Background: an optimization exercise with open tools, aiming at small area and a short achievable clock period. Do not read the settings as production practice.
RTL that was checked went through simulation tests only; none was proved equivalent to the original.
Function not checked in run 5: the RTL went through the layout flow alone.
Power and IR drop assume default switching activity.

<file path="config.mk">
export PLATFORM = sky130hd
export DESIGN_NAME = execCore
export DESIGN_NICKNAME = execCore
export VERILOG_FILES = /design/flow/design.v
export SDC_FILE = /design/flow/constraint.sdc
export NUM_CORES = 4
export LEC_CHECK = 0
export CAP_MARGIN = 20
export CORE_MARGIN = 2
export CORE_UTILIZATION = 50
export SETUP_SLACK_MARGIN = 1.5
export SLEW_MARGIN = 20
export SYNTH_HIERARCHICAL = 1
</file>
<file path="constraint.sdc">
create_clock -name core_clock -period 5.5 [get_ports {clk}]
set_input_delay 1.1000 -clock core_clock [delete_from_list [all_inputs] [get_ports {clk}]]
set_output_delay 1.1000 -clock core_clock [all_outputs]
set_load 0.01 [all_outputs]
</file>
<file path="design.v">
package cr16IsaPkg;
	typedef enum logic [3:0] {
		OP_REG   = 4'b0000,  
		OP_ANDI  = 4'b0001,
		OP_ORI   = 4'b0010,
		OP_XORI  = 4'b0011,
		OP_ADDI  = 4'b0101,
		OP_SHIFT = 4'b1000,  
		OP_SUBI  = 4'b1001,
		OP_CMPI  = 4'b1011,
		OP_MOVI  = 4'b1101,
		OP_LUI   = 4'b1111
	} opcodeT;
	typedef enum logic [3:0] {
		EXT_LSHI = 4'b0000,  
		EXT_AND  = 4'b0001,
		EXT_OR   = 4'b0010,
		EXT_XOR  = 4'b0011,
		EXT_LSH  = 4'b0100,
		EXT_ADD  = 4'b0101,
		EXT_SUB  = 4'b1001,
		EXT_CMP  = 4'b1011,
		EXT_MOV  = 4'b1101
	} extT;
	localparam int unsigned OP_MSB       = 15;
	localparam int unsigned OP_LSB       = 12;
	localparam int unsigned DST_MSB      = 11;  
	localparam int unsigned DST_LSB      = 8;
	localparam int unsigned EXT_MSB      = 7;
	localparam int unsigned EXT_LSB      = 4;
	localparam int unsigned SRC_MSB      = 3;   
	localparam int unsigned SRC_LSB      = 0;
	localparam int unsigned IMM_MSB      = 7;
	localparam int unsigned IMM_LSB      = 0;
	localparam int unsigned CNT_SIGN_BIT = 4;   
	localparam int unsigned IMM_WIDTH    = IMM_MSB - IMM_LSB + 1;
endpackage
package cr16DpPkg;
	typedef enum logic [2:0] {
		ALU_ADD = 3'b000,
		ALU_AND = 3'b001,
		ALU_OR  = 3'b010,
		ALU_XOR = 3'b011,
		ALU_SUB = 3'b100
	} aluOpT;
	typedef enum logic [1:0] {
		RES_ALU   = 2'b00,
		RES_SHIFT = 2'b01,
		RES_OPB   = 2'b10,  
		RES_LUI   = 2'b11
	} resultSrcT;
	typedef enum logic [1:0] {
		FLAG_NONE  = 2'b00,
		FLAG_ARITH = 2'b01,  
		FLAG_CMP   = 2'b10   
	} flagUpdT;
endpackage
`timescale 1ns/10ps
module predecode2 #(
	parameter bit HAS_EN = 1'b1
) (
	input  logic [1:0] addr,
	input  logic       en,
	output logic [3:0] hit
);
	always_comb begin
		for (int k = 0; k < 4; k++) begin
			hit[k] = (en | ~HAS_EN) & (addr == k);
		end
	end
endmodule
module and3g (
	input  logic a, b, c,
	output logic y
);
	assign y = a & b & c;
endmodule
module readSel #(
	parameter bit HAS_EN = 1'b1
) (
	input  logic [4-1:0] addr,
	input  logic                       en,         
	input  logic [16-1:0]      current,    
	input  logic [4-1:0] wbReg,
	output logic [16-1:0]      sel,        
	output logic                       bypass      
);
	logic [3:0] lo, hi;
	predecode2 #(.HAS_EN(1'b0))   i_lo (.addr(addr[1:0]), .en(1'b1), .hit(lo));
	predecode2 #(.HAS_EN(HAS_EN)) i_hi (.addr(addr[3:2]), .en(en),   .hit(hi));
	for (genvar i = 0; i < 16; i++) begin : g_sel
		and3g i_and (.a(current[i]), .b(hi[i/4]), .c(lo[i%4]), .y(sel[i]));
	end
	assign bypass = (en | ~HAS_EN) & (addr == wbReg);
endmodule
module aoi222 (
	input  logic a1, a2, b1, b2, c1, c2,
	output logic y
);
	assign y = ~((a1 & a2) | (b1 & b2) | (c1 & c2));
endmodule
module nand3g (
	input  logic a, b, c,
	output logic y
);
	assign y = ~(a & b & c);
endmodule
module or2g (
	input  logic a, b,
	output logic y
);
	assign y = a | b;
endmodule
module readBit (
	input  logic [17:0] sel,
	input  logic [17:0] data,
	output logic        out
);
	logic [5:0] t;
	for (genvar k = 0; k < 6; k++) begin : g_aoi
		aoi222 i_aoi (
			.a1 (sel[3*k]),   .a2 (data[3*k]),
			.b1 (sel[3*k+1]), .b2 (data[3*k+1]),
			.c1 (sel[3*k+2]), .c2 (data[3*k+2]),
			.y  (t[k])
		);
	end
	logic [1:0] n;
	nand3g i_n0 (.a(t[0]), .b(t[1]), .c(t[2]), .y(n[0]));
	nand3g i_n1 (.a(t[3]), .b(t[4]), .c(t[5]), .y(n[1]));
	or2g   i_or (.a(n[0]), .b(n[1]), .y(out));
endmodule
module readMux (
	input  logic [16-1:0]                    sel,
	input  logic                                     bypass,
	input  logic [16*16-1:0]        words,
	input  logic [16-1:0]                   wbData,
	input  logic                                     extraEn,
	input  logic [16-1:0]                   extra,    
	output logic [16-1:0]                   data
);
	for (genvar b = 0; b < 16; b++) begin : g_bit
		logic [17:0] bitData;
		for (genvar i = 0; i < 16; i++) begin : g_word
			assign bitData[i] = words[i*16 + b];
		end
		assign bitData[16] = wbData[b];
		assign bitData[17] = extra[b];
		readBit i_bit (
			.sel  ({extraEn, bypass, sel}),
			.data (bitData),
			.out  (data[b])
		);
	end
endmodule
`timescale 1ns/10ps
module pfxAoi (input logic t, gl, g, output logic y); assign y = ~((t & gl) | g); endmodule
module pfxOai (input logic t, gl, g, output logic y); assign y = ~((t | gl) & g); endmodule
module pfxNand (input logic a, b, output logic y); assign y = ~(a & b); endmodule
module pfxNor (input logic a, b, output logic y); assign y = ~(a | b); endmodule
module pfxInv (input logic a, output logic y); assign y = ~a; endmodule
module pfxMux (input logic s, a0, a1, output logic y); assign y = s ? a1 : a0; endmodule
module alu
(
	input  logic [16-1:0] regSrc,       
	input  logic [16-1:0] regDst,       
	input  logic                   sub,          
	input  logic [3:1]             lut,          
	input  logic [16-1:0] if0,          
	input  logic [16-1:0] if1,          
	output logic [16-1:0] half,         
	output logic [16-1:0] nextValue,
	output logic                   carryOut,     
	output logic                   carry15,      
	output logic                   equal         
);
	logic [16-1:0] a, b, p;
	assign a = regDst;
	assign b = regSrc ^ {16{sub}};
	assign p = a ^ b;
	assign equal = &p;
	always_comb begin
		for (int i = 0; i < 16; i++) begin
			half[i] = b[i] ? (a[i] ? lut[3] : lut[1]) : (a[i] & lut[2]);
		end
	end
	logic g0c;
	logic gn0_1;
	logic tn0_1;
	logic gn0_2;
	logic tn0_2;
	logic gn0_3;
	logic tn0_3;
	logic gn0_4;
	logic tn0_4;
	logic gn0_5;
	logic tn0_5;
	logic gn0_6;
	logic tn0_6;
	logic gn0_7;
	logic tn0_7;
	logic gn0_8;
	logic tn0_8;
	logic gn0_9;
	logic tn0_9;
	logic gn0_10;
	logic tn0_10;
	logic gn0_11;
	logic tn0_11;
	logic gn0_12;
	logic tn0_12;
	logic gn0_13;
	logic tn0_13;
	logic gn0_14;
	logic tn0_14;
	logic gn0_15;
	logic tn0_15;
	logic g0c_i;
	logic g1_1;
	logic g1_3;
	logic t1_3;
	logic g1_5;
	logic t1_5;
	logic g1_7;
	logic t1_7;
	logic g1_9;
	logic t1_9;
	logic g1_11;
	logic t1_11;
	logic g1_13;
	logic t1_13;
	logic g1_15;
	logic t1_15;
	logic g1_1_i;
	logic g2_2;
	logic gn2_3;
	logic g1_5_i;
	logic g2_6;
	logic t2_6;
	logic t1_5_i;
	logic gn2_7;
	logic tn2_7;
	logic g1_9_i;
	logic g2_10;
	logic t2_10;
	logic t1_9_i;
	logic gn2_11;
	logic tn2_11;
	logic g1_13_i;
	logic g2_14;
	logic t2_14;
	logic t1_13_i;
	logic gn2_15;
	logic tn2_15;
	logic g3_4;
	logic gn2_3_i;
	logic gn3_5;
	logic gn3_6;
	logic g3_7;
	logic g3_12;
	logic t3_12;
	logic gn2_11_i;
	logic gn3_13;
	logic tn3_13;
	logic tn2_11_i;
	logic gn3_14;
	logic tn3_14;
	logic g3_15;
	logic t3_15;
	logic g3_7_i;
	logic g4_8;
	logic gn4_9;
	logic gn4_10;
	logic g4_11;
	logic gn4_12;
	logic g4_13;
	logic g4_14;
	logic gn4_15;
	logic gn4_15_i;
	assign g0c = (a[0] & b[0]) | ((a[0] | b[0]) & sub);
	pfxNand u1 (.a(a[1]), .b(b[1]), .y(gn0_1));
	pfxNor u2 (.a(a[1]), .b(b[1]), .y(tn0_1));
	pfxNand u3 (.a(a[2]), .b(b[2]), .y(gn0_2));
	pfxNor u4 (.a(a[2]), .b(b[2]), .y(tn0_2));
	pfxNand u5 (.a(a[3]), .b(b[3]), .y(gn0_3));
	pfxNor u6 (.a(a[3]), .b(b[3]), .y(tn0_3));
	pfxNand u7 (.a(a[4]), .b(b[4]), .y(gn0_4));
	pfxNor u8 (.a(a[4]), .b(b[4]), .y(tn0_4));
	pfxNand u9 (.a(a[5]), .b(b[5]), .y(gn0_5));
	pfxNor u10 (.a(a[5]), .b(b[5]), .y(tn0_5));
	pfxNand u11 (.a(a[6]), .b(b[6]), .y(gn0_6));
	pfxNor u12 (.a(a[6]), .b(b[6]), .y(tn0_6));
	pfxNand u13 (.a(a[7]), .b(b[7]), .y(gn0_7));
	pfxNor u14 (.a(a[7]), .b(b[7]), .y(tn0_7));
	pfxNand u15 (.a(a[8]), .b(b[8]), .y(gn0_8));
	pfxNor u16 (.a(a[8]), .b(b[8]), .y(tn0_8));
	pfxNand u17 (.a(a[9]), .b(b[9]), .y(gn0_9));
	pfxNor u18 (.a(a[9]), .b(b[9]), .y(tn0_9));
	pfxNand u19 (.a(a[10]), .b(b[10]), .y(gn0_10));
	pfxNor u20 (.a(a[10]), .b(b[10]), .y(tn0_10));
	pfxNand u21 (.a(a[11]), .b(b[11]), .y(gn0_11));
	pfxNor u22 (.a(a[11]), .b(b[11]), .y(tn0_11));
	pfxNand u23 (.a(a[12]), .b(b[12]), .y(gn0_12));
	pfxNor u24 (.a(a[12]), .b(b[12]), .y(tn0_12));
	pfxNand u25 (.a(a[13]), .b(b[13]), .y(gn0_13));
	pfxNor u26 (.a(a[13]), .b(b[13]), .y(tn0_13));
	pfxNand u27 (.a(a[14]), .b(b[14]), .y(gn0_14));
	pfxNor u28 (.a(a[14]), .b(b[14]), .y(tn0_14));
	pfxNand u29 (.a(a[15]), .b(b[15]), .y(gn0_15));
	pfxNor u30 (.a(a[15]), .b(b[15]), .y(tn0_15));
	pfxInv u31 (.a(g0c), .y(g0c_i));
	pfxOai u32 (.t(tn0_1), .gl(g0c_i), .g(gn0_1), .y(g1_1));
	pfxOai u33 (.t(tn0_3), .gl(gn0_2), .g(gn0_3), .y(g1_3));
	pfxNor u34 (.a(tn0_3), .b(tn0_2), .y(t1_3));
	pfxOai u35 (.t(tn0_5), .gl(gn0_4), .g(gn0_5), .y(g1_5));
	pfxNor u36 (.a(tn0_5), .b(tn0_4), .y(t1_5));
	pfxOai u37 (.t(tn0_7), .gl(gn0_6), .g(gn0_7), .y(g1_7));
	pfxNor u38 (.a(tn0_7), .b(tn0_6), .y(t1_7));
	pfxOai u39 (.t(tn0_9), .gl(gn0_8), .g(gn0_9), .y(g1_9));
	pfxNor u40 (.a(tn0_9), .b(tn0_8), .y(t1_9));
	pfxOai u41 (.t(tn0_11), .gl(gn0_10), .g(gn0_11), .y(g1_11));
	pfxNor u42 (.a(tn0_11), .b(tn0_10), .y(t1_11));
	pfxOai u43 (.t(tn0_13), .gl(gn0_12), .g(gn0_13), .y(g1_13));
	pfxNor u44 (.a(tn0_13), .b(tn0_12), .y(t1_13));
	pfxOai u45 (.t(tn0_15), .gl(gn0_14), .g(gn0_15), .y(g1_15));
	pfxNor u46 (.a(tn0_15), .b(tn0_14), .y(t1_15));
	pfxInv u47 (.a(g1_1), .y(g1_1_i));
	pfxOai u48 (.t(tn0_2), .gl(g1_1_i), .g(gn0_2), .y(g2_2));
	pfxAoi u49 (.t(t1_3), .gl(g1_1), .g(g1_3), .y(gn2_3));
	pfxInv u50 (.a(g1_5), .y(g1_5_i));
	pfxOai u51 (.t(tn0_6), .gl(g1_5_i), .g(gn0_6), .y(g2_6));
	pfxInv u52 (.a(t1_5), .y(t1_5_i));
	pfxNor u53 (.a(tn0_6), .b(t1_5_i), .y(t2_6));
	pfxAoi u54 (.t(t1_7), .gl(g1_5), .g(g1_7), .y(gn2_7));
	pfxNand u55 (.a(t1_7), .b(t1_5), .y(tn2_7));
	pfxInv u56 (.a(g1_9), .y(g1_9_i));
	pfxOai u57 (.t(tn0_10), .gl(g1_9_i), .g(gn0_10), .y(g2_10));
	pfxInv u58 (.a(t1_9), .y(t1_9_i));
	pfxNor u59 (.a(tn0_10), .b(t1_9_i), .y(t2_10));
	pfxAoi u60 (.t(t1_11), .gl(g1_9), .g(g1_11), .y(gn2_11));
	pfxNand u61 (.a(t1_11), .b(t1_9), .y(tn2_11));
	pfxInv u62 (.a(g1_13), .y(g1_13_i));
	pfxOai u63 (.t(tn0_14), .gl(g1_13_i), .g(gn0_14), .y(g2_14));
	pfxInv u64 (.a(t1_13), .y(t1_13_i));
	pfxNor u65 (.a(tn0_14), .b(t1_13_i), .y(t2_14));
	pfxAoi u66 (.t(t1_15), .gl(g1_13), .g(g1_15), .y(gn2_15));
	pfxNand u67 (.a(t1_15), .b(t1_13), .y(tn2_15));
	pfxOai u68 (.t(tn0_4), .gl(gn2_3), .g(gn0_4), .y(g3_4));
	pfxInv u69 (.a(gn2_3), .y(gn2_3_i));
	pfxAoi u70 (.t(t1_5), .gl(gn2_3_i), .g(g1_5), .y(gn3_5));
	pfxAoi u71 (.t(t2_6), .gl(gn2_3_i), .g(g2_6), .y(gn3_6));
	pfxOai u72 (.t(tn2_7), .gl(gn2_3), .g(gn2_7), .y(g3_7));
	pfxOai u73 (.t(tn0_12), .gl(gn2_11), .g(gn0_12), .y(g3_12));
	pfxNor u74 (.a(tn0_12), .b(tn2_11), .y(t3_12));
	pfxInv u75 (.a(gn2_11), .y(gn2_11_i));
	pfxAoi u76 (.t(t1_13), .gl(gn2_11_i), .g(g1_13), .y(gn3_13));
	pfxInv u77 (.a(tn2_11), .y(tn2_11_i));
	pfxNand u78 (.a(t1_13), .b(tn2_11_i), .y(tn3_13));
	pfxAoi u79 (.t(t2_14), .gl(gn2_11_i), .g(g2_14), .y(gn3_14));
	pfxNand u80 (.a(t2_14), .b(tn2_11_i), .y(tn3_14));
	pfxOai u81 (.t(tn2_15), .gl(gn2_11), .g(gn2_15), .y(g3_15));
	pfxNor u82 (.a(tn2_15), .b(tn2_11), .y(t3_15));
	pfxInv u83 (.a(g3_7), .y(g3_7_i));
	pfxOai u84 (.t(tn0_8), .gl(g3_7_i), .g(gn0_8), .y(g4_8));
	pfxAoi u85 (.t(t1_9), .gl(g3_7), .g(g1_9), .y(gn4_9));
	pfxAoi u86 (.t(t2_10), .gl(g3_7), .g(g2_10), .y(gn4_10));
	pfxOai u87 (.t(tn2_11), .gl(g3_7_i), .g(gn2_11), .y(g4_11));
	pfxAoi u88 (.t(t3_12), .gl(g3_7), .g(g3_12), .y(gn4_12));
	pfxOai u89 (.t(tn3_13), .gl(g3_7_i), .g(gn3_13), .y(g4_13));
	pfxOai u90 (.t(tn3_14), .gl(g3_7_i), .g(gn3_14), .y(g4_14));
	pfxAoi u91 (.t(t3_15), .gl(g3_7), .g(g3_15), .y(gn4_15));
	pfxMux u92 (.s(sub), .a0(if0[0]), .a1(if1[0]), .y(nextValue[0]));
	pfxMux u93 (.s(g0c), .a0(if0[1]), .a1(if1[1]), .y(nextValue[1]));
	pfxMux u94 (.s(g1_1), .a0(if0[2]), .a1(if1[2]), .y(nextValue[2]));
	pfxMux u95 (.s(g2_2), .a0(if0[3]), .a1(if1[3]), .y(nextValue[3]));
	pfxMux u96 (.s(gn2_3), .a0(if1[4]), .a1(if0[4]), .y(nextValue[4]));
	pfxMux u97 (.s(g3_4), .a0(if0[5]), .a1(if1[5]), .y(nextValue[5]));
	pfxMux u98 (.s(gn3_5), .a0(if1[6]), .a1(if0[6]), .y(nextValue[6]));
	pfxMux u99 (.s(gn3_6), .a0(if1[7]), .a1(if0[7]), .y(nextValue[7]));
	pfxMux u100 (.s(g3_7), .a0(if0[8]), .a1(if1[8]), .y(nextValue[8]));
	pfxMux u101 (.s(g4_8), .a0(if0[9]), .a1(if1[9]), .y(nextValue[9]));
	pfxMux u102 (.s(gn4_9), .a0(if1[10]), .a1(if0[10]), .y(nextValue[10]));
	pfxMux u103 (.s(gn4_10), .a0(if1[11]), .a1(if0[11]), .y(nextValue[11]));
	pfxMux u104 (.s(g4_11), .a0(if0[12]), .a1(if1[12]), .y(nextValue[12]));
	pfxMux u105 (.s(gn4_12), .a0(if1[13]), .a1(if0[13]), .y(nextValue[13]));
	pfxMux u106 (.s(g4_13), .a0(if0[14]), .a1(if1[14]), .y(nextValue[14]));
	pfxMux u107 (.s(g4_14), .a0(if0[15]), .a1(if1[15]), .y(nextValue[15]));
	pfxInv u108 (.a(gn4_15), .y(gn4_15_i));
	assign carryOut = gn4_15_i;
	assign carry15  = g4_14;
endmodule
`timescale 1ns/10ps
module shifter (
	input  logic [16-1:0] value,        
	input  logic [4:0]             shiftCount,   
	output logic [16-1:0] rotated,      
	output logic [16-1:0] keep          
);
	localparam int W = 16;
	logic [W-1:0] r1, r2, r4;
	assign r1 = shiftCount[0] ? {value[W-2:0], value[W-1]} : value;
	assign r2 = shiftCount[1] ? {r1[W-3:0], r1[W-1:W-2]}   : r1;
	assign r4 = shiftCount[2] ? {r2[W-5:0], r2[W-1:W-4]}   : r2;
	assign rotated = shiftCount[3] ? {r4[W-9:0], r4[W-1:W-8]} : r4;
	always_comb begin
		for (int j = 0; j < W; j++) begin
			keep[j] = (j >= shiftCount[3:0]) ^ shiftCount[4];
		end
	end
endmodule
module shiftMerge (
	input  logic base, rot, keep,
	output logic y
);
	assign y = base | (rot & keep);
endmodule
`timescale 1ns/10ps
module execControl
(
	input  logic                       instrValid,
	input  logic [15:0]                instr,
	output logic                       srcIsReg,     
	output logic [16-1:0]     immB,         
	output logic                       sub,
	output logic [3:1]                 lut,
	output logic                       countImm,     
	output logic                       wrEn,
	output logic                       wrAlu,        
	output logic                       wrShift,      
	output logic                       updArith,
	output logic                       updCmp
);
	logic [3:0] op, ext;
	logic [7:0] imm;
	logic       isReg, isAnd, isOr, isXor, isAdd, isSub, isCmp, isMov, isLui, isShift;
	logic       knownAlu;
	assign op  = instr[15:12];
	assign ext = instr[7:4];
	assign imm = instr[7:0];
	assign isReg    = (op == 4'h0);
	assign isAnd    = isReg ? (ext == 4'h1) : (op == 4'h1);
	assign isOr     = isReg ? (ext == 4'h2) : (op == 4'h2);
	assign isXor    = isReg ? (ext == 4'h3) : (op == 4'h3);
	assign isAdd    = isReg ? (ext == 4'h5) : (op == 4'h5);
	assign isSub    = isReg ? (ext == 4'h9) : (op == 4'h9);
	assign isCmp    = isReg ? (ext == 4'hB) : (op == 4'hB);
	assign isMov    = isReg ? (ext == 4'hD) : (op == 4'hD);
	assign isLui    = (op == 4'hF);
	assign countImm = (ext[3:1] == 3'b000);
	assign isShift  = (op == 4'h8) && ((ext == 4'h4) || countImm);
	regFormDecode i_regForm (.op(op[2:0]), .srcIsReg(srcIsReg));
	always_comb begin
		if (op == 4'hF)
			immB = {imm, 8'h00};
		else if (op[3] ^ op[2])  
			immB = {{8{imm[7]}}, imm};
		else
			immB = {8'h00, imm};
	end
	assign sub   = isSub | isCmp;
	assign lut[1] = ~isAnd;
	assign lut[2] = ~(isAnd | isMov | isLui);
	assign lut[3] = isAnd | isOr | isMov | isLui;
	assign knownAlu = isAnd | isOr | isXor | isAdd | isSub | isMov | isLui;
	assign wrAlu    = instrValid & knownAlu;
	assign wrShift  = instrValid & isShift;
	assign wrEn     = wrAlu | wrShift;
	assign updArith = instrValid & (isAdd | isSub);
	assign updCmp   = instrValid & isCmp;
endmodule
module regFormDecode
(
	input  logic [2:0] op,
	output logic       srcIsReg
);
	assign srcIsReg = ~|op;
endmodule
`timescale 1ns/10ps
module execCore
(
	input  logic                       clk,
	input  logic                       rstN,
	input  logic                       instrValid,
	input  logic [15:0]                instr,
	output logic                       wbValid,
	output logic [4-1:0] wbReg,
	output logic [16-1:0]     wbData,
	output logic                       carry,
	output logic                       low,
	output logic                       overflow,
	output logic                       zero,
	output logic                       negative
);
	localparam int W = 16;
	localparam int N = 16;
	logic [4-1:0] srcAddr, dstAddr;
	logic [W-1:0]   regs [N];
	logic [N*W-1:0] words;
	logic [N-1:0]   current, wbHit, dstHit;
	logic [4-1:0] wbRegN;  
	logic         srcIsReg, sub, countImm, wrEn, wrAlu, wrShift, updArith, updCmp;
	logic [W-1:0] immB;
	logic [3:1]   lut;
	assign dstAddr = instr[11:8];
	assign srcAddr = instr[3:0];
	execControl i_control (
		.instrValid (instrValid),
		.instr      (instr),
		.srcIsReg   (srcIsReg),
		.immB       (immB),
		.sub        (sub),
		.lut        (lut),
		.countImm   (countImm),
		.wrEn       (wrEn),
		.wrAlu      (wrAlu),
		.wrShift    (wrShift),
		.updArith   (updArith),
		.updCmp     (updCmp)
	);
	logic [N-1:0] srcSel, dstSel;
	logic         srcBypass, dstBypass;
	logic [W-1:0] opB, dstData;
	always_comb begin
		for (int i = 0; i < N; i++) begin
			words[i*W +: W] = regs[i];
			wbHit[i]        = (wbReg == i);
			dstHit[i]       = (dstAddr == i);
		end
	end
	readSel i_srcSel (
		.addr    (srcAddr),
		.en      (srcIsReg),
		.current (current),
		.wbReg   (~wbRegN),
		.sel     (srcSel),
		.bypass  (srcBypass)
	);
	readSel #(.HAS_EN(1'b0)) i_dstSel (
		.addr    (dstAddr),
		.en      (1'b1),
		.current (current),
		.wbReg   (~wbRegN),
		.sel     (dstSel),
		.bypass  (dstBypass)
	);
	readMux i_srcMux (
		.sel     (srcSel),
		.bypass  (srcBypass),
		.words   (words),
		.wbData  (wbData),
		.extraEn (~srcIsReg),
		.extra   (immB),
		.data   (opB)
	);
	readMux i_dstMux (
		.sel     (dstSel),
		.bypass  (dstBypass),
		.words   (words),
		.wbData  (wbData),
		.extraEn (1'b0),
		.extra   ({W{1'b0}}),
		.data   (dstData)
	);
	logic [W-1:0] half, rotated, keep, shKeep, base0, base1, if0, if1, wbNext;
	logic         carryOut, carry15, equal;
	logic [4:0] shiftCount;
	assign shiftCount = countImm ? instr[4:0] : opB[4:0];
	shifter i_shifter (
		.value      (dstData),
		.shiftCount (shiftCount),
		.rotated    (rotated),
		.keep       (keep)
	);
	assign base0  = ({W{wrAlu}} & half) | ({W{~wrEn}} & wbData);
	assign base1  = updArith ? ~half : base0;
	assign shKeep = {W{wrShift}} & keep;
	for (genvar i = 0; i < W; i++) begin : g_merge
		shiftMerge i_m0 (.base(base0[i]), .rot(rotated[i]), .keep(shKeep[i]), .y(if0[i]));
		shiftMerge i_m1 (.base(base1[i]), .rot(rotated[i]), .keep(shKeep[i]), .y(if1[i]));
	end
	alu i_alu (
		.regSrc    (opB),
		.regDst    (dstData),
		.sub       (sub),
		.lut       (lut),
		.if0       (if0),
		.if1       (if1),
		.half      (half),
		.nextValue (wbNext),
		.carryOut  (carryOut),
		.carry15   (carry15),
		.equal     (equal)
	);
	always_ff @(posedge clk or negedge rstN) begin
		if (!rstN) begin
			wbValid  <= 1'b0;
			wbReg    <= '0;
			wbRegN   <= '1;
			wbData   <= '0;
			current  <= '0;
			carry    <= 1'b0;
			low      <= 1'b0;
			overflow <= 1'b0;
			zero     <= 1'b0;
			negative <= 1'b0;
		end else begin
			wbValid <= wrEn;
			if (wrEn) begin
				wbReg  <= dstAddr;
				wbRegN <= ~dstAddr;
			end
			wbData  <= wbNext;
			current <= ~(dstHit & {N{wrEn}}) & (current | (wbHit & {N{wrEn}}));
			if (updArith) begin
				carry    <= carryOut ^ sub;
				overflow <= carryOut ^ carry15;
			end
			if (updCmp) begin
				low      <= ~carryOut;
				zero     <= equal;
				negative <= dstData[W-1] ^ opB[W-1] ^ ~carryOut;
			end
		end
	end
	always_ff @(posedge clk) begin
		for (int i = 0; i < N; i++) begin
			if (wbHit[i])
				regs[i] <= wbData;
		end
	end
endmodule
</file>
<file path="flow/run.sh">
#!/bin/bash
# The standard layout, with plain buffers on the ports (instead of the delay
# cells buffer_ports picks by default) and a clock tree of smaller buffers
# without dummy loads.
set -euo pipefail
bash standard.sh finish \
  "BUFFER_PORTS_ARGS=-buffer_cell sky130_fd_sc_hd__buf_2" \
  "CTS_ARGS=-sink_clustering_enable -repair_clock_nets -dont_use_dummy_load -buf_list sky130_fd_sc_hd__clkbuf_8 -sink_clustering_size 16 -sink_clustering_max_diameter 60" \
  > make_finish.log 2>&1
</file>
<file path="standard.sh">
#!/bin/bash
# synth_recipe.tcl (not shown) runs the flow's synth.tcl, then flattens the netlist and writes it again
# the make line also repeats each setting of config.mk as NAME=value (left out here)
make -C /OpenROAD-flow-scripts/flow DESIGN_CONFIG=/design/flow/config.mk WORK_HOME=/design/flow/orfs CLKGATE_MAP_FILE= SYNTH_SCRIPT=/design/flow/synth_recipe.tcl "${@:-finish}"
</file>
==> results of run 1 <==
## layout make-up
class	instances	area [um2]
clock buffer	28	385
timing repair buffer	179	1440
tap	402	503
fill	2539	12600
multi-input combinational	916	7880
inverter	32	120
sequential	302	8840
## metrics by stage
step	utilization	total power (W)	cell area [um2]	hold WS (ps)	worst slack, ps
2_1_floorplan	-	0.00469	16400	467	1440
3_3_place_gp	0.547	0.00562	17300	478	358
3_5_place_dp	0.547	0.00566	17400	486	380
4_1_cts	0.581	0.00697	18400	500	1340
5_1_grt	0.604	0.00743	19200	530	1300
6_report	0.604	0.00717	19200	497	1190
## repair_timing
| action | 4_1_cts | 5_1_grt |
|---|---|---|
| endpoints found under the setup margin | 21 | 21 |
| pin swaps | 35 | 41 |
| cloned | 3 | 1 |
| hold buffers | 0 | 0 |
| resized for setup | 96 | 76 |
| buffers inserted | 34 | 43 |
## path summary, 6_finish.rpt
path / from / to / cells past startpoint / slack, ps
setup / recovery: instr[0] / wbData[8] / 14 / 1190
min in group asynchronous: rstN / carry / 2 / 640
hold reg to reg: wbRegN[2] / wbRegN[2] / 2 / 500
setup reg to reg: wbRegN[2] / wbData[5] / 16 / 1540
max in group asynchronous: rstN / wbData[1] / 2 / 4380
hold / removal: wbRegN[2] / wbRegN[2] / 2 / 500
## cell usage in the layout, fill, tap and decap left out, types with 11 or more instances in the layout
master      n
and2_1     25
xor2_1     11
conb_1     32
a21oi_1    30
mux2_4     25
a21oi_2    11
inv_1      27
buf_2      33
a222oi_1  193
edfxtp_1  256
dfrtp_1    42
nor2_1     50
mux2i_4    21
clkbuf_8   28
mux2i_2    11
xnor2_1    32
and3_4     19
and3_1     17
nand3_1    67
o21a_1     18
o21ai_1    25
nand2_1    73
a21o_1     39
buf_12     11
or2_4      29
a22o_1     16
mux4_2     16
buf_4     124
## sequential cells by signal, indices dropped and copies added (netlist names)
name,count
carry,1
current,16
low,1
negative,1
overflow,1
regs,256
wbData,16
wbReg,4
wbRegN,4
wbValid,1
zero,1
## per-layer routing
metal | part of all wire | vias to the layer above | wire length, um | GRT usage
met4 | 0.068 | 0 | 4050 | 0.192
met5 | 0 | - | 0 | 0
li1 | - | 5638 | - | -
met1 | 0.36 | 6608 | 21600 | 0.455
met3 | 0.13 | 202 | 7420 | 0.0818
met2 | 0.44 | 991 | 26200 | 0.529
## worst max-delay path: cells and delay by family
kind / cells / cell delay, ps
simple gates: 5 / 1230
xor+xnor: 1 / 190
compound gates: 5 / 1530
buf+inv: 1 / 120
mux: 2 / 570
## power by group through the flow
stage	logic, W	clock network, W	registers, W
after floorplan	0.00126	0	0.00343
after global placement	0.00210	0	0.00351
after detailed placement	0.00214	0	0.00352
after CTS	0.00230	0.00119	0.00348
after global routing	0.00265	0.00127	0.00352
final	0.00250	0.00118	0.00349
==> results.txt, run 1 <==
RePlAce Congestion=slightly above 1; depth of the CTS H-tree=1; layout cell share with drive strength beyond 1=0.295; Antenna diodes=0; Sw Ratio=0.369; post-layout net count=1,481; Max Clk Rate=around 230 MHz; Clock Tree Root=clkbuf_8; setup violators final=0; total of max-cap violations=0; status=complete, no violations; Post-Syn Area=approximately 16,000 um2; Hold Crit Class=reg -> reg; vias in the first global route=12,488; CP endpoint kind=flop; Area Overhead vs Synth=18.5%; number of CTS-inserted buffers=28; post-route ant nets=0; Port Buf Inserts=44; Critical-path top delay cell=a222oi_1; Top-Level Pins=45; synthesized area per cell=about 13 um2; Clock Skew=127 ps; CP cell instances=buf_6 -> nor2b_1 -> and3_4 -> a222oi_1 -> nand3_1 -> or2_4 -> xor2_4 -> mux2_4 -> nand2_2 -> o21ai_2 -> a22o_1 -> o21a_1 -> a21o_1 -> mux2_4; combinational share of power=0.349; DRC=0; Worst slew margin=0.265; Via density=7.23; drt pass-1 iters=9; CP Max Fanout=9; Slew @ Worst Pin=1100 ps; RSZ-0062 raised after global routing=yes; Hold Violations, Final=0; Lkg Pwr=7.18 nW; min Tclk post-route=around 4300 ps; clk slew on worst S/H paths=90 ps; Core Area=31,700 um2; DRT iter0 DRCs=roughly 2,600; DRT Wirelength=59,300 um; Tot GR Track Use=0.346; Synth Instances=approximately 1,300; # rows=65; clock share of power=0.165; Detailed Place HPWL=39,000 um; clock sink count=302; Via Count=13,439; clock buffer depth=3; Ys Warns=13; worst skew pair latency=650 ps; Max stage delay on crit path=940 ps; Die X=184 um; Worst Setup Start Kind=input pin; Fin Setup TNS=0 ps; effective utilization at floorplan=0.510; Flop pwr share=0.486; WS Path Type=in -> reg; Die Y=184 um; CTS tree=yes; die area=33,800 um2; VDD IR-drop max=0.000230 V; GRT Residual Overflow=0; PwrDens=~370 nW/um2; fin cells=1,859; critical path required time=5950 ps; # placed instances=approximately 1,800; P_int=0.00453 W; Final Max Tran Viols=0; largest net degree at the start of global routing=47; drt wl/cell=31.9 um; initial antenna violation count=2; global-route wire length before repair=84,000 um; final worst-path cycle share=0.783; Critical Path AT=4760 ps; most frequent CP cell=mux2_4; switching pwr=0.00265 W
==> run 2: changes to the inputs <==
--- a/config.mk
+++ b/config.mk
@@ -9,3 +9,3 @@
 export CORE_MARGIN = 2
-export CORE_UTILIZATION = 50
+export CORE_UTILIZATION = 40
 export SETUP_SLACK_MARGIN = 1.5
==> run 2 against run 1 <==
Compared with the run above:
- die area up 24%
- area after synthesis unchanged
- synthesized cell count unchanged
- setup slack better by 200 ps
- still clean
- largest cell class unchanged
==> results.txt, run 2 <==
status=complete, no violations (unchanged); PwrDens=371 nW/um2 (was 374 nW/um2); clock buffer depth=3 (unchanged); CTS tree=yes (unchanged); Hold Path End=wbRegN[2] (unchanged); Top reg by flops=regs (unchanged); DRT Wirelength=58,700 um (was 59,300 um); Via density=6.80 (was 7.23); CP Max Fanout=11 (was 9); GRT Residual Overflow=0 (unchanged); Fin Setup TNS=0 ps (unchanged); initial antenna violation count=3 (was 2); DRC=0 (unchanged); Worst Setup Start Kind=input pin (unchanged); Slew @ Worst Pin=1130 ps (was 1100 ps); Lkg Pwr=7.11 nW (was 7.18 nW); Die X=205 um (was 184 um); largest net degree at the start of global routing=47 (unchanged); Post-Syn Area=16,200 um2 (unchanged); total of max-cap violations=0 (unchanged); depth of the CTS H-tree=1 (unchanged); effective utilization at floorplan=0.406 (was 0.510); vias in the first global route=12,612 (was 12,488); reg-to-reg endpoint=wbData[6] (was wbData[5]); Antenna diodes=0 (unchanged); FF-to-FF setup slack=1500 ps (was 1540 ps); Min-Delay Startpoint=wbRegN[2] (unchanged); Core Area=39,800 um2 (was 31,700 um2); most frequent cells in the layout=edfxtp_1 (256), a222oi_1 (193), buf_4 (118) (was edfxtp_1 (256), a222oi_1 (193), buf_4 (124)); Die Y=205 um (was 184 um); hold slack final=499 ps (was 497 ps); global-route wire length before repair=83,500 um (was 84,000 um); drt wl/cell=29.8 um (was 31.9 um); Hold Path Stages=2 (unchanged); Ys Warns=13 (unchanged); VDD IR-drop max=0.000257 V (was 0.000230 V); Clock Tree Root=clkbuf_8 (unchanged); critical path required time=5960 ps (was 5950 ps); Tot GR Track Use=0.272 (was 0.346); final worst-path cycle share=0.747 (was 0.783); post-layout net count=1,469 (was 1,481); worst skew pair latency=650 ps (about the same); Synth Instances=1,254 (unchanged); max reg flops=256 (unchanged); setup violators final=0 (unchanged); commonest non-fill, non-tap cell in the layout=edfxtp_1 (unchanged); Port Buf Inserts=44 (unchanged); Via Count=13,405 (was 13,439); min Tclk post-route=4110 ps (was 4310 ps); number of CTS-inserted buffers=27 (was 28); WS Path Type=in -> reg (unchanged); # rows=73 (was 65); RSZ-0062 raised after global routing=yes (unchanged); reg2reg start=wbRegN[1] (was wbRegN[2]); Detailed Place HPWL=38,800 um (was 39,000 um); Worst slew margin=0.247 (was 0.265); clock sink count=302 (unchanged); synthesized area per cell=12.9 um2 (unchanged); drt pass-1 iters=13 (was 9); Max Clk Rate=243 MHz (was 232 MHz); RePlAce Congestion=0.944 (was 1.03); top flop regs=regs: 256 flops, current: 16 flops, wbData: 16 flops (unchanged); post-route ant nets=0 (unchanged); CP endpoint kind=flop (unchanged); Area Overhead vs Synth=19.0% (was 18.5%); Top-Level Pins=45 (unchanged); Worst R2R Path Depth=14 (was 16); die area=42,100 um2 (was 33,800 um2); Critical Path AT=4560 ps (was 4760 ps); clk slew on worst S/H paths=100 ps (was 90 ps); layout cell share with drive strength beyond 1=0.302 (was 0.295); Clock Skew=113 ps (was 127 ps); Hold Crit Class=reg -> reg (unchanged); DRT iter0 DRCs=2,788 (was 2,633); Hold Violations, Final=0 (unchanged); Final Max Tran Viols=0 (unchanged)
-- run 2: final cells by class --
class | instances | area, um2
clock buffer | 27 | 372
fill | 3605 | 20600
sequential | 302 | 8840
tap | 525 | 657
timing repair buffer | 168 | 1280
multi-input combinational | 916 | 7970
inverter | 32 | 123
-- run 2: worst max-delay path by stage --
stage | start | endpoint
2_1_floorplan | instr[12] | wbData[14]
3_3_place_gp | instr[13] | wbData[13]
3_5_place_dp | instr[13] | wbData[13]
4_1_cts | instr[15] | wbData[13]
5_1_grt | instr[14] | wbData[9]
6_report | instr[1] | wbData[6]
-- run 2: critical path: stages --
cell and delay [ps]:
buf_4 230, nor2_1 160, and3_4 250, a222oi_1 390, nand3_1 260, or2_4 330
mux2_4 390, mux2i_2 270, mux2i_1 210, mux4_2 520, a21o_1 170, mux2_4 260
-- run 2: where the power goes --
part           total (W)  switching [W]  internal, W
combinational    0.00249        0.00148      0.00101
clock            0.00117       0.000730     0.000435
sequential       0.00348       0.000407      0.00308
-- run 2: repair_timing --
item,in CTS,in global routing
pin swaps,38,72
hold buffers,0,0
cloned,3,1
endpoints found under the setup margin,21,20
setup buffers,36,26
gates resized for setup,82,107
-- run 2: metrics by stage --
stage	total power, W	worst slack [ps]	std cells	cell area, um2	utilization
3_5_place_dp	0.00562	357	1877	17500	0.440
4_1_cts	0.00687	1460	1943	18500	0.466
3_3_place_gp	0.00557	488	1877	17500	0.440
6_report	0.00714	1390	1970	19200	0.483
2_1_floorplan	0.00469	1440	1285	16400	-
5_1_grt	0.00740	1350	1970	19200	0.483
-- run 2: per-layer routing --
metal  routed length [um]  share of wire  global-route usage  up-vias
met5                   11        0.00019                   0        -
met4                 2130          0.036              0.0861        2
met3                 6610           0.11              0.0527      149
met2                26900           0.46               0.434      962
met1                23000           0.39               0.374     6682
li1                     -              -                   -     5610
==> run 3: changes to the inputs <==
--- a/config.mk
+++ b/config.mk
@@ -10,3 +10,3 @@
 export CORE_UTILIZATION = 40
-export SETUP_SLACK_MARGIN = 1.5
+export SETUP_SLACK_MARGIN = 2.0
 export SLEW_MARGIN = 20
==> run 3 against run 2 <==
Compared with the run above:
- first-iteration DRC count down 1.1%
- total power down 0.48%
- largest cell class unchanged
- critical path depth is 2 higher
- synthesized cell count is the same
- die area unchanged
- worst hold slack got worse by 2.8 ps
- count of clock-buffer cells in the layout stayed put
- clock skew fell by 46 ps
- still clean on timing, DRC and antenna
- critical path type unchanged
- register-to-register slack improved by 170 ps
- clock power about the same
- sequential cell count stayed put
- combinational power hardly changed
==> results.txt, run 3 <==
Via Count=13,376 (was 13,405); Hold Crit Class=reg -> reg (unchanged); Slew @ Worst Pin=911 ps (was 1130 ps); Tot GR Track Use=0.281 (was 0.272); Worst R2R Path Depth=13 (was 14); clock buffer depth=3 (unchanged); CP Max Fanout=8 (was 11); GRT Residual Overflow=0 (unchanged); number of CTS-inserted buffers=27 (unchanged); post-route ant nets=0 (unchanged); clock sink count=302 (unchanged); Fin Setup TNS=0 ps (unchanged); Die X=205 um (unchanged); Clock Skew=66.5 ps (was 113 ps); Core Area=39,800 um2 (unchanged); die area=42,100 um2 (unchanged); layout cell share with drive strength beyond 1=0.294 (was 0.302); Worst slew margin=0.390 (was 0.247); Critical Path AT=4550 ps (was 4560 ps); drt wl/cell=30.3 um (was 29.8 um); Synth Instances=1,254 (unchanged); Ys Warns=13 (unchanged); VDD IR-drop max=0.000219 V (was 0.000257 V); Die Y=205 um (unchanged); synthesized area per cell=12.9 um2 (unchanged); Top reg by flops=regs (unchanged); RSZ-0062 raised after global routing=yes (unchanged); Max Clk Rate=246 MHz (was 243 MHz); final worst-path cycle share=0.740 (was 0.747); DRT Wirelength=59,400 um (was 58,700 um); most frequent cells in the layout=edfxtp_1 (256), a222oi_1 (193), buf_4 (104) (was edfxtp_1 (256), a222oi_1 (193), buf_4 (118)); Post-Syn Area=16,200 um2 (unchanged); status=complete, no violations (unchanged); Port Buf Inserts=44 (unchanged); # rows=73 (unchanged); total of max-cap violations=0 (unchanged); RePlAce Congestion=0.950 (was 0.944); Area Overhead vs Synth=18.4% (was 19.0%); largest net degree at the start of global routing=47 (unchanged); cts hold-fix bufs=0 (unchanged); initial antenna violation count=3 (unchanged); Top-Level Pins=45 (unchanged); Detailed Place HPWL=38,200 um (was 38,800 um); CTS tree=yes (unchanged); top flop regs=regs: 256 flops, current: 16 flops, wbData: 16 flops (unchanged); max reg flops=256 (unchanged); global-route wire length before repair=85,900 um (was 83,500 um); min Tclk post-route=4070 ps (was 4110 ps); DRC=0 (unchanged); PwrDens=371 nW/um2 (about the same); Worst Setup Start Kind=input pin (unchanged); Final Max Tran Viols=0 (unchanged); setup violators final=0 (unchanged); Via density=6.83 (was 6.80); commonest non-fill, non-tap cell in the layout=edfxtp_1 (unchanged); post-layout net count=1,456 (was 1,469); worst skew pair latency=640 ps (was 650 ps); clk slew on worst S/H paths=100 ps (about the same); Clock Tree Root=clkbuf_8 (unchanged); Hold Violations, Final=0 (unchanged); Non-Filler Cell Area, Final=19,200 um2 (about the same); effective utilization at floorplan=0.406 (unchanged); critical path required time=5980 ps (was 5960 ps); Lkg Pwr=7.05 nW (was 7.11 nW); WS Path Type=in -> reg (unchanged); DRT iter0 DRCs=2,758 (was 2,788); vias in the first global route=12,973 (was 12,612); area of placed instances=17,500 um2 (about the same); depth of the CTS H-tree=1 (unchanged); CP endpoint kind=flop (unchanged); drt pass-1 iters=13 (unchanged); Hold Path Stages=2 (unchanged); FF-to-FF setup slack=1670 ps (was 1500 ps)
==> run 3: final timing paths <==
kind | start | endpoint
worst max-delay path | instr[14] | wbData[7]
min in group asynchronous | rstN | current[1]
worst max register to register | wbRegN[2] | wbData[7]
worst min register to register | wbRegN[2] | wbRegN[2]
worst min-delay path | wbRegN[2] | wbRegN[2]
max in group asynchronous | rstN | zero
==> run 3: through the flow <==
stage                     hold WS [ps]  cells   util  power, W  setup WS, ps
after floorplan                    467   1285      -   0.00470          1440
after global placement             478   1858  0.438   0.00559           275
after detailed placement           479   1859  0.439   0.00564           213
after CTS                          496   1947  0.475   0.00699          1520
after global routing               532   1957  0.481   0.00737          1390
final                              496   1959  0.481   0.00710          1430
==> run 3: layer usage <==
metal  vias up  track usage  share of wire
met4         0        0.110          0.044
met1      6689        0.367           0.38
met2       929        0.447           0.46
met5         -            0              0
met3       170       0.0748           0.13
li1       5588            -              -
==> run 3: area by class of cell <==
cell class              instances  area, um2
diodes                          2       5.00
clock buffers                  27        372
multi-input cells             917       7920
well taps                     525        657
flip-flops and latches        302       8840
repair buffers                154       1230
fillers                      3582      20700
inverters                      32        133
==> run 3: critical path, stage by stage <==
cell	delay (ps)
buf_12	100
nor3_4	40
buf_12	120
and3b_1	210
and3_4	250
a222oi_1	400
nand3_1	200
or2_4	310
mux2_4	370
mux2i_2	270
mux2i_1	170
mux4_2	540
a21o_1	200
mux2_4	250
==> run 3: report_power, final <==
| group | internal [W] | total (W) | switching, W |
|---|---|---|---|
| sequential | 0.00308 | 0.00342 | 0.000343 |
| clock | 0.000436 | 0.00117 | 0.000732 |
| combinational | 0.000983 | 0.00251 | 0.00153 |
==> run 3: timing repair <==
item                       4_1_cts  5_1_grt
cloned                           5        0
setup endpoints to repair       21       21
pin swaps                       43       27
setup buffers                   56       10
resized for setup              129       33
==> run 4: changes to the inputs <==
==> flow/run.sh (replaced) <==
#!/bin/bash
# The standard layout, with plain buffers on the ports (instead of the delay
# cells buffer_ports picks by default) and a clock tree without dummy loads.
set -euo pipefail
bash standard.sh finish \
  "BUFFER_PORTS_ARGS=-buffer_cell sky130_fd_sc_hd__buf_2" \
  "CTS_ARGS=-sink_clustering_enable -repair_clock_nets -dont_use_dummy_load" \
  > make_finish.log 2>&1
--- a/config.mk
+++ b/config.mk
@@ -10,3 +10,3 @@
 export CORE_UTILIZATION = 40
-export SETUP_SLACK_MARGIN = 2.0
+export SETUP_SLACK_MARGIN = 1.5
 export SLEW_MARGIN = 20
==> run 4 against run 3 <==
Compared with the run above:
- sequential share of layout area fell by 1.6 points
- sequential cell count stayed put
- global-route usage down 0.21 points
- count of clock-buffer cells in the layout up 8
- critical path type unchanged
- critical endpoint is now wbData[2]
==> results.txt, run 4 <==
status=complete, no violations (unchanged); Ys Warns=13 (unchanged); Top-Level Pins=45 (unchanged); CP Max Fanout=11 (was 8); Top reg by flops=regs (unchanged); Sw Ratio=0.347 (was 0.367); Via Count=13,555 (was 13,376); combinational share of power=0.315 (was 0.354); VDD IR-drop max=0.000244 V (was 0.000219 V); Critical Path AT=4610 ps (was 4550 ps); drt wl/cell=30.3 um (about the same); Die X=205 um (unchanged); Area Overhead vs Synth=22.6% (was 18.4%); clock buffer depth=3 (unchanged); Tot GR Track Use=0.279 (was 0.281); fin cells=1,976 (was 1,959); setup violators final=0 (unchanged); critical path required time=5870 ps (was 5980 ps); depth of the CTS H-tree=2 (was 1); Lkg Pwr=7.35 nW (was 7.05 nW); Slew @ Worst Pin=1110 ps (was 911 ps); DRT Wirelength=59,900 um (was 59,400 um); reg-to-reg endpoint=wbData[2] (was wbData[7]); effective utilization at floorplan=0.406 (unchanged); switching pwr=0.00276 W (was 0.00261 W); top flop regs=regs: 256 flops, current: 16 flops, wbData: 16 flops (unchanged); # placed instances=1,877 (was 1,859); post-layout net count=1,474 (was 1,456); cts hold-fix bufs=0 (unchanged); WS Path Type=in -> reg (unchanged); Clock Skew=45.6 ps (was 66.5 ps); Detailed Place HPWL=38,800 um (was 38,200 um); FF-to-FF setup slack=1580 ps (was 1670 ps); most frequent cells in the layout=edfxtp_1 (256), a222oi_1 (193), buf_4 (112) (was edfxtp_1 (256), a222oi_1 (193), buf_4 (104)); P_int=0.00521 W (was 0.00449 W); Hold Crit Class=reg -> reg (unchanged); RePlAce Congestion=0.944 (was 0.950); DRT iter0 DRCs=3,135 (was 2,758); global-route wire length before repair=85,500 um (was 85,900 um); clock sink count=302 (unchanged); layout cell share with drive strength beyond 1=0.306 (was 0.294); die area=42,100 um2 (unchanged); Synth Instances=1,254 (unchanged); number of CTS-inserted buffers=35 (was 27); CTS tree=yes (unchanged); Final Util=0.498 (was 0.481); Post-Syn Area=16,200 um2 (unchanged); Max Clk Rate=236 MHz (was 246 MHz); final worst-path cycle share=0.770 (was 0.740); DRC=0 (unchanged); Clock Tree Root=clkbuf_16 (was clkbuf_8); crit path to=wbData[2] (was wbData[7]); Flop pwr share=0.438 (was 0.481); PwrDens=402 nW/um2 (was 371 nW/um2); reg2reg start=wbRegN[2] (unchanged); synthesized area per cell=12.9 um2 (unchanged); overall power=0.00798 W (was 0.00710 W); clk slew on worst S/H paths=60 ps (was 100 ps); Final Max Tran Viols=0 (unchanged); hold slack final=491 ps (was 496 ps); CP Launch Point=instr[1] (was instr[14]); Worst R2R Path Depth=13 (unchanged); max reg flops=256 (unchanged); Via density=6.86 (was 6.83); GRT Residual Overflow=0 (unchanged); Core Area=39,800 um2 (unchanged); fillers=3,525 (was 3,582); post-route ant nets=0 (unchanged); clock share of power=0.247 (was 0.164); Die Y=205 um (unchanged); drt pass-1 iters=12 (was 13); worst skew pair latency=530 ps (was 640 ps); # rows=73 (unchanged); initial antenna violation count=3 (unchanged); Fin Setup TNS=0 ps (unchanged); largest net degree at the start of global routing=47 (unchanged); min Tclk post-route=4230 ps (was 4070 ps); total of max-cap violations=0 (unchanged); Hold Violations, Final=0 (unchanged); Worst Setup Start Kind=input pin (unchanged); Worst slew margin=0.259 (was 0.390); Port Buf Inserts=44 (unchanged); CP endpoint kind=flop (unchanged); commonest non-fill, non-tap cell in the layout=edfxtp_1 (unchanged); RSZ-0062 raised after global routing=yes (unchanged); vias in the first global route=13,006 (was 12,973)
run 4: metal layers:
metal / vias up / global-route usage / part of all wire
met5: - / 0 / 0.00018
met4: 2 / 0.107 / 0.041
met3: 197 / 0.0565 / 0.13
met2: 1011 / 0.437 / 0.46
met1: 6698 / 0.382 / 0.38
li1: 5647 / - / -
run 4: power groups by stage:
stage / Sequential (W) / Combinational [W] / Clock (W)
global placement: 0.00350 / 0.00206 / 0
finish: 0.00349 / 0.00251 / 0.00197
floorplan: 0.00343 / 0.00126 / 0
detailed placement: 0.00352 / 0.00210 / 0
CTS: 0.00348 / 0.00231 / 0.00199
global route: 0.00352 / 0.00266 / 0.00206
run 4: area by class of cell:
class / instances / area, um2 / share of cell area
Antenna cell: 1 / 2.50 / 0.000126
Clock buffer: 35 / 876 / 0.0441
Inverter: 32 / 125 / 0.00631
Multi-Input combinational cell: 918 / 8070 / 0.407
Sequential cell: 302 / 8840 / 0.446
Tap cell: 525 / 657 / 0.0331
Timing Repair Buffer: 163 / 1270 / 0.0640
run 4: worst min path at each step:
stage | cells after the start | slack [ps] | start | endpoint
2_1_floorplan | 2 | 470 | wbRegN[2] | wbRegN[2]
3_3_place_gp | 2 | 480 | wbRegN[2] | wbRegN[2]
3_5_place_dp | 2 | 480 | wbRegN[2] | wbRegN[2]
4_1_cts | 2 | 490 | wbRegN[2] | wbRegN[2]
5_1_grt | 2 | 510 | wbRegN[2] | wbRegN[2]
6_report | 2 | 490 | wbRegN[2] | wbRegN[2]
run 4: per-stage QoR:
stage                     setup WS (ps)  area, um2
after global placement              488      17500
after global routing               1270      19800
after detailed placement            357      17500
final                              1270      19800
after CTS                          1380      19300
after floorplan                    1440      16400
run 4: critical path: stages:
cell      delay, ps
buf_4           230
nor2b_1         210
and3_4          300
a222oi_1        350
nand3_1         270
or2_4           360
mux2_4          400
mux2i_4         280
mux2i_4         130
mux4_2          520
a21o_1          180
mux2_4          260
run 4: what timing repair did:
item,CTS,global route
buffers inserted,47,10
cloned,6,0
pin swaps,37,51
setup endpoints to repair,21,21
resized for setup,116,82
endpoints found under the hold margin,0,0
==> run 5: changes to the inputs <==
--- a/design.v
+++ b/design.v
@@ -82,2 +82,3 @@
 	input  logic                       en,         
+	input  logic                       en2,
 	input  logic [16-1:0]      current,    
@@ -88,3 +89,3 @@
 	logic [3:0] lo, hi;
-	predecode2 #(.HAS_EN(1'b0))   i_lo (.addr(addr[1:0]), .en(1'b1), .hit(lo));
+	predecode2 #(.HAS_EN(HAS_EN)) i_lo (.addr(addr[1:0]), .en(en2),  .hit(lo));
 	predecode2 #(.HAS_EN(HAS_EN)) i_hi (.addr(addr[3:2]), .en(en),   .hit(hi));
@@ -93,3 +94,3 @@
 	end
-	assign bypass = (en | ~HAS_EN) & (addr == wbReg);
+	assign bypass = ((en & en2) | ~HAS_EN) & (addr == wbReg);
 endmodule
@@ -425,3 +426,3 @@
 	output logic [3:1]                 lut,
-	output logic                       countImm,     
+	output logic                       notLshi,      
 	output logic                       wrEn,
@@ -448,2 +449,3 @@
 	assign isLui    = (op == 4'hF);
+	logic countImm;
 	assign countImm = (ext[3:1] == 3'b000);
@@ -451,2 +453,3 @@
 	regFormDecode i_regForm (.op(op[2:0]), .srcIsReg(srcIsReg));
+	lshiDecode    i_lshi    (.op3(op[3]), .ext(ext[3:1]), .notLshi(notLshi));
 	always_comb begin
@@ -477,2 +480,10 @@
 endmodule
+module lshiDecode
+(
+	input  logic       op3,
+	input  logic [3:1] ext,
+	output logic       notLshi
+);
+	assign notLshi = ~op3 | (|ext);
+endmodule
 `timescale 1ns/10ps
@@ -500,3 +511,3 @@
 	logic [4-1:0] wbRegN;  
-	logic         srcIsReg, sub, countImm, wrEn, wrAlu, wrShift, updArith, updCmp;
+	logic         srcIsReg, notLshi, sub, wrEn, wrAlu, wrShift, updArith, updCmp;
 	logic [W-1:0] immB;
@@ -512,3 +523,3 @@
 		.lut        (lut),
-		.countImm   (countImm),
+		.notLshi    (notLshi),
 		.wrEn       (wrEn),
@@ -532,2 +543,3 @@
 		.en      (srcIsReg),
+		.en2     (notLshi),
 		.current (current),
@@ -540,2 +552,3 @@
 		.en      (1'b1),
+		.en2     (1'b1),
 		.current (current),
@@ -550,3 +563,3 @@
 		.wbData  (wbData),
-		.extraEn (~srcIsReg),
+		.extraEn (~(srcIsReg & notLshi)),
 		.extra   (immB),
@@ -566,3 +579,3 @@
 	logic [4:0] shiftCount;
-	assign shiftCount = countImm ? instr[4:0] : opB[4:0];
+	assign shiftCount = opB[4:0];
 	shifter i_shifter (
==> flow/run.sh (replaced) <==
#!/bin/bash
# The standard layout, with plain buffers on the ports (instead of the delay
# cells buffer_ports picks by default) and a clock tree of smaller buffers
# without dummy loads.
set -euo pipefail
bash standard.sh finish \
  "BUFFER_PORTS_ARGS=-buffer_cell sky130_fd_sc_hd__buf_2" \
  "CTS_ARGS=-sink_clustering_enable -repair_clock_nets -dont_use_dummy_load -buf_list sky130_fd_sc_hd__clkbuf_8 -sink_clustering_size 16 -sink_clustering_max_diameter 60" \
  > make_finish.log 2>&1
==> run 5 against run 4 <==
Compared with the run above:
- routed wire length shrank 0.69%
- cell count shrank 1.2%
- via count is 2.7% lower
- sequential power grew 3%
- area after synthesis about the same
- still clean on timing, DRC and antenna
- clock skew increased by 62 ps
==> results.txt, run 5 <==
Via Count=13,187 (was 13,555); initial antenna violation count=0 (was 3); clock buffer depth=3 (unchanged); Synth Instances=1,256 (was 1,254); worst skew pair latency=680 ps (was 530 ps); WS Path Type=in -> reg (unchanged); CP endpoint kind=flop (unchanged); post-route ant nets=0 (unchanged); RePlAce Congestion=0.902 (was 0.944); Area Overhead vs Synth=19.2% (was 22.6%); synthesized area per cell=12.9 um2 (about the same); # rows=73 (unchanged); Critical Path AT=5010 ps (was 4610 ps); reg2reg start=wbRegN[1] (was wbRegN[2]); Clock Skew=108 ps (was 45.6 ps); Die X=205 um (about the same); PwrDens=373 nW/um2 (was 402 nW/um2); CP Launch Point=instr[7] (was instr[1]); most frequent cells in the layout=edfxtp_1 (256), a222oi_1 (193), buf_4 (84) (was edfxtp_1 (256), a222oi_1 (193), buf_4 (112)); clk slew on worst S/H paths=100 ps (was 60 ps); Lkg Pwr=7.09 nW (was 7.35 nW); Port Buf Inserts=44 (unchanged); Top reg by flops=regs (unchanged); layout cell share with drive strength beyond 1=0.286 (was 0.306); pre-CTS setup slack=323 ps (was 357 ps); Clock Tree Root=clkbuf_8 (was clkbuf_16); global-route wire length before repair=85,500 um (about the same); DRT Wirelength=59,500 um (was 59,900 um); total of max-cap violations=0 (unchanged); reg-to-reg endpoint=wbData[9] (was wbData[2]); Tot GR Track Use=0.279 (about the same); number of CTS-inserted buffers=30 (was 35); FF-to-FF setup slack=1530 ps (was 1580 ps); CP Max Fanout=8 (was 11); fillers=3,577 (was 3,525); Detailed Place HPWL=38,100 um (was 38,800 um); post-layout net count=1,450 (was 1,474); largest net degree at the start of global routing=47 (unchanged); Slew @ Worst Pin=1040 ps (was 1110 ps); Worst R2R Path Depth=13 (unchanged); GRT Residual Overflow=0 (unchanged); vias in the first global route=12,840 (was 13,006); DRT iter0 DRCs=2,686 (was 3,135); Core Area=39,800 um2 (unchanged); Ys Warns=13 (unchanged); Top-Level Pins=45 (unchanged); depth of the CTS H-tree=1 (was 2); commonest non-fill, non-tap cell in the layout=edfxtp_1 (unchanged); DRC=0 (unchanged); status=complete, no violations (unchanged); drt pass-1 iters=10 (was 12); Max Clk Rate=221 MHz (was 236 MHz); critical path required time=5980 ps (was 5870 ps); drt wl/cell=30.5 um (was 30.3 um); Via density=6.76 (was 6.86); die area=42,100 um2 (about the same); Final Util=0.485 (was 0.498); VDD IR-drop max=0.000165 V (was 0.000244 V); min Tclk post-route=4530 ps (was 4230 ps); clock sink count=302 (unchanged); top flop regs=regs: 256 flops, current: 16 flops, wbData: 16 flops (unchanged); max reg flops=256 (unchanged); final worst-path cycle share=0.824 (was 0.770); RSZ-0062 raised after global routing=yes (unchanged); CTS tree=yes (unchanged); Final Max Tran Viols=0 (unchanged); Fin Setup TNS=0 ps (unchanged); Hold Violations, Final=0 (unchanged); Die Y=205 um (about the same); effective utilization at floorplan=0.406 (about the same); Worst Setup Start Kind=input pin (unchanged); Worst slew margin=0.307 (was 0.259); Post-Syn Area=16,200 um2 (about the same); Final WS setup=970 ps (was 1270 ps); Hold Crit Class=in -> async (was reg -> reg); setup violators final=0 (unchanged)
run 5: cell type report:
cell class / count / area (um2) / share of cell area
diodes: 1 / 2.50 / 0.000130
clock buffers: 30 / 413 / 0.0214
inverters: 33 / 126 / 0.00655
multi-input cells: 913 / 8010 / 0.415
flip-flops and latches: 302 / 8840 / 0.458
well taps: 525 / 657 / 0.0340
repair buffers: 148 / 1240 / 0.0643
run 5: through the flow:
step	hold slack [ps]	instances	area, um2	total power, W
2_1_floorplan	467	1287	16400	0.00467
3_3_place_gp	477	1865	17500	0.00552
3_5_place_dp	494	1865	17500	0.00556
4_1_cts	501	1944	19100	0.00709
5_1_grt	473	1951	19300	0.00748
6_report	454	1952	19300	0.00721
run 5: worst max-delay path, cell delays in order:
cell and delay, ps:
buf_12 100, or4b_4 590, and3b_2 300, and3_4 250, buf_12 160, a222oi_1 420, nand3_2 170, buf_6 170
or2_4 340, mux2i_2 260, mux2i_2 150, mux4_2 540, a21o_1 180, mux2_4 260
run 5: report_power, final:
| group | internal (W) | total [W] | switching (W) |
|---|---|---|---|
| Combinational | 0.00100 | 0.00239 | 0.00139 |
| Sequential | 0.00308 | 0.00358 | 0.000507 |
| Clock | 0.000480 | 0.00123 | 0.000747 |
| Total | 0.00456 | 0.00721 | 0.00265 |
run 5: worst max-delay path by stage:
stage | end | depth (start not counted)
after global placement | wbData[13] | 15
after CTS | wbData[12] | 16
after global routing | wbData[12] | 16
after detailed placement | wbData[1] | 16
after floorplan | wbData[7] | 16
final | wbData[14] | 14
run 5: timing repair:
action,4_1_cts,5_1_grt
pin swaps,78,15
cloned,4,0
resized for setup,149,27
endpoints found under the setup margin,21,21
hold buffers,0,0
buffers inserted,45,7
run 5: metal layers:
metal | GRT usage | part of all wire | vias to the layer above
met1 | 0.384 | 0.39 | 6538
met5 | 0 | 0 | -
met4 | 0.131 | 0.049 | 0
met3 | 0.0646 | 0.12 | 155
li1 | - | - | 5592
met2 | 0.417 | 0.44 | 902

-- re-timing with driven ports --
How much do the figures lean on ideal ports? The routed layouts below were timed once more, with nothing changed but the port constraints.
Step 1: set_driving_cell puts a clkbuf_16 on clk and a buf_2 on each other input, an assumption about the parent block.
Step 2 adds t to the input delays and takes it off the output delays; t is the mean of the earliest and latest rising clock arrival at the registers after step 1. Input paths then give back, and output paths get back, about the clock's delay inside the block.
Three values: no drivers, after step 1, after step 2; two values: the first two.
| run | t (ns) | slack for setup (ns) | slew at the worst register clock pin (ns) | cell pins on the clock port's net |
|---|---|---|---|---|
| run 1 | 0.634 | 1.192 / 1.160 / 0.526 | 0.11 / 0.11 | 1 |
| run 2 | 0.647 | 1.391 / 1.385 / 0.738 | 0.11 / 0.11 | 1 |
| run 3 | 0.659 | 1.429 / 1.420 / 0.761 | 0.10 / 0.10 | 1 |
| run 4 | 0.560 | 1.266 / 1.257 / 0.697 | 0.06 / 0.06 | 1 |
| run 5 | 0.677 | 0.970 / 0.976 / 0.299 | 0.11 / 0.11 | 1 |
After both steps every run listed still meets setup and hold. For run 5, which loses most, drivers alone change the setup slack by +0.006 ns; drivers and shift together by -0.671 ns.
